This design comes from an exercise in tuning for small area on the open sky130 flow, not from production work.
In this exercise RTL edits were held to simulation tests only and were not proved equivalent to the original.
Power and IR drop assume default switching activity.

==> flow/design.v <==
package cdp_rdma_cfg_pkg;
  localparam int atom_bytes_c = 32;
  localparam int atom_shift_c = $clog2(atom_bytes_c);
  localparam int w_group_c = 8;
  localparam int dim_w_c = 13;
  localparam int addr_w_c = 64;
  localparam int stride_w_c = 32;
  localparam int perf_w_c = 32;
  typedef logic [dim_w_c-1:0] dim_t;
  typedef struct packed {
    dim_t channel;
    dim_t height;
    dim_t width;
    logic [addr_w_c-1:0] base_addr;
    logic [stride_w_c-1:0] line_stride;
    logic [stride_w_c-1:0] surf_stride;
    logic dma_en;
  } cdp_rdma_cfg_t;
endpackage
package cdp_rdma_req_pkg;
  localparam int req_addr_w_c = 64;
  typedef logic [2:0] req_size_t;
  typedef struct packed {
    req_size_t size;
    logic [req_addr_w_c-1:0] addr;
  } dma_rd_req_t;
  typedef struct packed {
    logic last_c;
    logic last_h;
    logic last_w;
    req_size_t size;
  } cq_entry_t;
  typedef struct packed {
    logic last_w;
    logic last_c;
    logic last_h;
  } walk_pos_t;
endpackage
`timescale 1ns/1ps
module cdp_rdma_addr_gen #(
  parameter int W = 64
) (
  input  logic [W-1:0] a,
  input  logic [W-1:0] b,
  input  logic         ci,
  output logic [W-1:0] s,
  output logic         co
);
  logic [W-1:0] p0;
  logic [W-1:0] g;
  logic [W-1:0] p;
  always_comb begin
    p0 = a ^ b;
    g  = a & b;
    p  = p0;
    g[0] = g[0] | (p0[0] & ci);
    for (int d = 1; d < W; d = d * 2) begin
      for (int i = 2 * d - 1; i < W; i = i + 2 * d) begin
        g[i] = g[i] | (p[i] & g[i-d]);
        p[i] = p[i] & p[i-d];
      end
    end
    for (int d = 2 ** ($clog2(W) - 1); d >= 1; d = d / 2) begin
      for (int i = 3 * d - 1; i < W; i = i + 2 * d) begin
        g[i] = g[i] | (p[i] & g[i-d]);
        p[i] = p[i] & p[i-d];
      end
    end
    s  = p0 ^ {g[W-2:0], ci};
    co = g[W-1];
  end
endmodule
`timescale 1ns/1ps
module cdp_rdma_ig (
  input  logic                                  nvdla_core_clk,
  input  logic                                  nvdla_core_rstn,
  input  logic                                  op_en,
  input  cdp_rdma_cfg_pkg::cdp_rdma_cfg_t       cfg,
  input  logic                                  eg2ig_done,
  output logic                                  dma_req_valid,
  input  logic                                  dma_req_ready,
  output cdp_rdma_req_pkg::dma_rd_req_t         dma_req_pd,
  output logic                                  cq_valid,
  input  logic                                  cq_ready,
  output cdp_rdma_req_pkg::cq_entry_t           cq_pd,
  output logic [cdp_rdma_cfg_pkg::perf_w_c-1:0] perf_stall_d0,
  output logic [cdp_rdma_cfg_pkg::perf_w_c-1:0] perf_stall_d1
);
  localparam int lo_w = 46;
  logic           active;
  logic           hold;
  logic           layer_flag;
  logic           go;
  logic           layer_done;
  logic           last_c;
  logic           last_w;
  logic           last_h;
  logic [7:0]     c_cnt;
  logic [9:0]     w_cnt;
  logic [12:0]    h_cnt;
  logic [9:0]     w_inc;
  logic [lo_w-1:0] req_lo;
  logic            req_k;
  logic [lo_w-1:0] line_lo;
  logic            line_k;
  logic [lo_w-1:0] add_a;
  logic            add_k;
  logic [31:0]     add_b;
  logic [lo_w:0]   sum_lo;
  logic            sum_k;
  logic [63-lo_w:0] req_hi;
  logic [31:0]    stall_cnt;
  logic [31:0]    stall_inc;
  logic           stall;
  assign go         = active & dma_req_ready & cq_ready;
  assign layer_done = go & last_c & last_w & last_h;
  always_ff @(posedge nvdla_core_clk or negedge nvdla_core_rstn) begin
    if (!nvdla_core_rstn) begin
      active <= 1'b0;
      hold   <= 1'b0;
    end else begin
      active <= active ? ~layer_done : (op_en & ~hold);
      hold   <= layer_done | (hold & ~eg2ig_done);
    end
  end
  assign dma_req_valid = active & cq_ready;
  assign cq_valid      = active & dma_req_ready;
  assign last_c = (c_cnt == cfg.channel[12:5]);
  assign last_w = (w_cnt == cfg.width[12:3]);
  assign last_h = (h_cnt == cfg.height);
  assign w_inc  = w_cnt + 1'b1;
  always_ff @(posedge nvdla_core_clk) begin
    if (!active) begin
      c_cnt <= '0;
      w_cnt <= '0;
      h_cnt <= '0;
    end else if (go) begin
      c_cnt <= last_c ? 8'd0 : c_cnt + 1'b1;
      if (last_c) begin
        w_cnt <= last_w ? 10'd0 : w_inc;
        if (last_w) begin
          h_cnt <= h_cnt + 1'b1;
        end
      end
    end
  end
  logic sel_base, sel_line, sel_req, sel_ss, sel_ls, sel_w;
  assign sel_base = ~active;
  assign sel_line = go & last_c;
  assign sel_req  = active & ~(go & last_c);
  assign sel_ss   = go & ~last_c;
  assign sel_ls   = go & last_c & last_w;
  assign sel_w    = go & last_c & ~last_w;
  assign add_a = ({lo_w{sel_base}} & cfg.base_addr[lo_w-1:0])
               | ({lo_w{sel_line}} & line_lo)
               | ({lo_w{sel_req}}  & req_lo);
  assign add_k = (sel_line & line_k) | (sel_req & req_k);
  assign add_b = ({32{sel_ss}} & cfg.surf_stride)
               | ({32{sel_ls}} & cfg.line_stride)
               | ({32{sel_w}}  & {14'd0, w_inc, 8'd0});
  cdp_rdma_addr_gen #(.W(lo_w)) u_add_lo (
    .a  (add_a),
    .b  ({{(lo_w-32){1'b0}}, add_b}),
    .ci (1'b0),
    .s  (sum_lo[lo_w-1:0]),
    .co (sum_lo[lo_w])
  );
  assign sum_k = add_k ^ sum_lo[lo_w];
  always_ff @(posedge nvdla_core_clk) begin
    req_lo <= sum_lo[lo_w-1:0];
    req_k  <= sum_k;
    if (!active | (go & last_c & last_w)) begin
      line_lo <= sum_lo[lo_w-1:0];
      line_k  <= sum_k;
    end
  end
  cdp_rdma_addr_gen #(.W(64-lo_w)) u_add_hi (
    .a  (cfg.base_addr[63:lo_w]),
    .b  ('0),
    .ci (req_k),
    .s  (req_hi),
    .co ()
  );
  assign stall = cfg.dma_en & active & cq_ready & ~dma_req_ready;
  cdp_rdma_addr_gen #(.W(32)) u_stall_inc (
    .a  (stall_cnt),
    .b  (32'd0),
    .ci (stall),
    .s  (stall_inc),
    .co ()
  );
  always_ff @(posedge nvdla_core_clk or negedge nvdla_core_rstn) begin
    if (!nvdla_core_rstn) begin
      stall_cnt <= '0;
    end else if (!active) begin
      stall_cnt <= '0;
    end else begin
      stall_cnt <= stall_inc;
    end
  end
  always_ff @(posedge nvdla_core_clk or negedge nvdla_core_rstn) begin
    if (!nvdla_core_rstn) begin
      layer_flag <= 1'b0;
    end else if (layer_done) begin
      layer_flag <= ~layer_flag;
    end
  end
  always_ff @(posedge nvdla_core_clk) begin
    if (!nvdla_core_rstn | (layer_done & ~layer_flag)) begin
      perf_stall_d0 <= stall_cnt;
    end
    if (!nvdla_core_rstn | (layer_done & layer_flag)) begin
      perf_stall_d1 <= stall_cnt;
    end
  end
  assign dma_req_pd = {(last_w ? cfg.width[2:0] : 3'd7), req_hi, req_lo};
  assign cq_pd      = {last_c, last_h, last_w, (last_w ? cfg.width[2:0] : 3'd7)};
endmodule
==> flow/config.mk <==
export PLATFORM = sky130hd
export DESIGN_NAME = cdp_rdma_ig
export DESIGN_NICKNAME = cdp_rdma_ig
export VERILOG_FILES = /design/flow/design.v
export SDC_FILE = /design/flow/constraint.sdc
export NUM_CORES = 4
export LEC_CHECK = 0
export CAP_MARGIN = 20
export CORE_MARGIN = 2
export CORE_UTILIZATION = 60
export SETUP_SLACK_MARGIN = 0.3
export SLEW_MARGIN = 20
==> flow/constraint.sdc <==
create_clock -name core_clock -period 6.0 [get_ports {nvdla_core_clk}]
set_input_delay 1.2000 -clock core_clock [delete_from_list [all_inputs] [get_ports {nvdla_core_clk}]]
set_output_delay 1.2000 -clock core_clock [all_outputs]
set_load 0.01 [all_outputs]
standard.sh (not shown) runs the stock make flow with config.mk's settings and CLKGATE_MAP_FILE= SYNTH_SCRIPT=/design/flow/synth_recipe.tcl, a recipe that flattens the netlist after the stock synthesis.
==> flow/flow/run.sh <==
#!/bin/bash
# Standard ORFS layout with two changes:
#  - port buffers use the smallest buffer (buf_1) instead of clkdlybuf4s50_1
#  - clock tree: larger sink clusters, clkbuf_8, no dummy loads
set -euo pipefail
bash standard.sh \
  'BUFFER_PORTS_ARGS=-buffer_cell sky130_fd_sc_hd__buf_1' \
  'CTS_ARGS=-sink_clustering_enable -repair_clock_nets -dont_use_dummy_load -sink_clustering_size 20 -sink_clustering_max_diameter 60 -buf_list sky130_fd_sc_hd__clkbuf_8' \
  RECOVER_POWER=100 finish > flow_make.log 2>&1
The baseline finished with capacitance limit, slew limit left.
Edit:
==> flow/flow/run.sh (replaced) <==
#!/bin/bash
# Standard ORFS layout with two changes:
#  - port buffers use the smallest buffer (buf_1) instead of clkdlybuf4s50_1
#  - clock tree: larger sink clusters, clkbuf_8, no dummy loads
set -euo pipefail
bash standard.sh \
  'BUFFER_PORTS_ARGS=-buffer_cell sky130_fd_sc_hd__buf_1' \
  'CTS_ARGS=-sink_clustering_enable -repair_clock_nets -dont_use_dummy_load -sink_clustering_size 16 -sink_clustering_max_diameter 80 -buf_list sky130_fd_sc_hd__clkbuf_8' \
  finish > flow_make.log 2>&1
What happened:
- The changed run passed the timing, design-rule and antenna checks
- count of clock-buffer cells in the layout grows by 1
- via count went down slightly
- setup slack is better by 0.30 ns
- global-route usage barely changes
- fmax increases by a few percent
- core utilization grows by 0.53 points
- design area rises slightly
- combinational power barely changes
- worst hold slack gets worse by 0.015 ns

==> re-timing with driven ports <==
The results above use ideal ports. As a check the final layouts listed here were re-extracted and re-timed, cells and wires unchanged.
Step 1, drivers: a clkbuf_16 drives nvdla_core_clk and a buf_2 each remaining input, both assumed.
Step 2 adds t to the input delays and takes it off the output delays; t is the mean of the earliest and latest rising clock arrival at the registers after step 1. Input paths then give back, and output paths get back, about the clock's delay inside the block.
Slacks: no drivers / after step 1 / after step 2; pairs: no drivers / after step 1.
run | t (ns) | setup WS [ns] | worst setup path after step 2 | cell pins on the clock port's net
the first run | 0.525 | 0.546 / 0.548 / 0.023 | input to register | 1
the second run | 0.530 | 0.842 / 0.845 / 0.315 | input to register | 1
The setup slack of the second run, which loses most, moves by +0.003 ns with the drivers and by -0.527 ns with both steps.
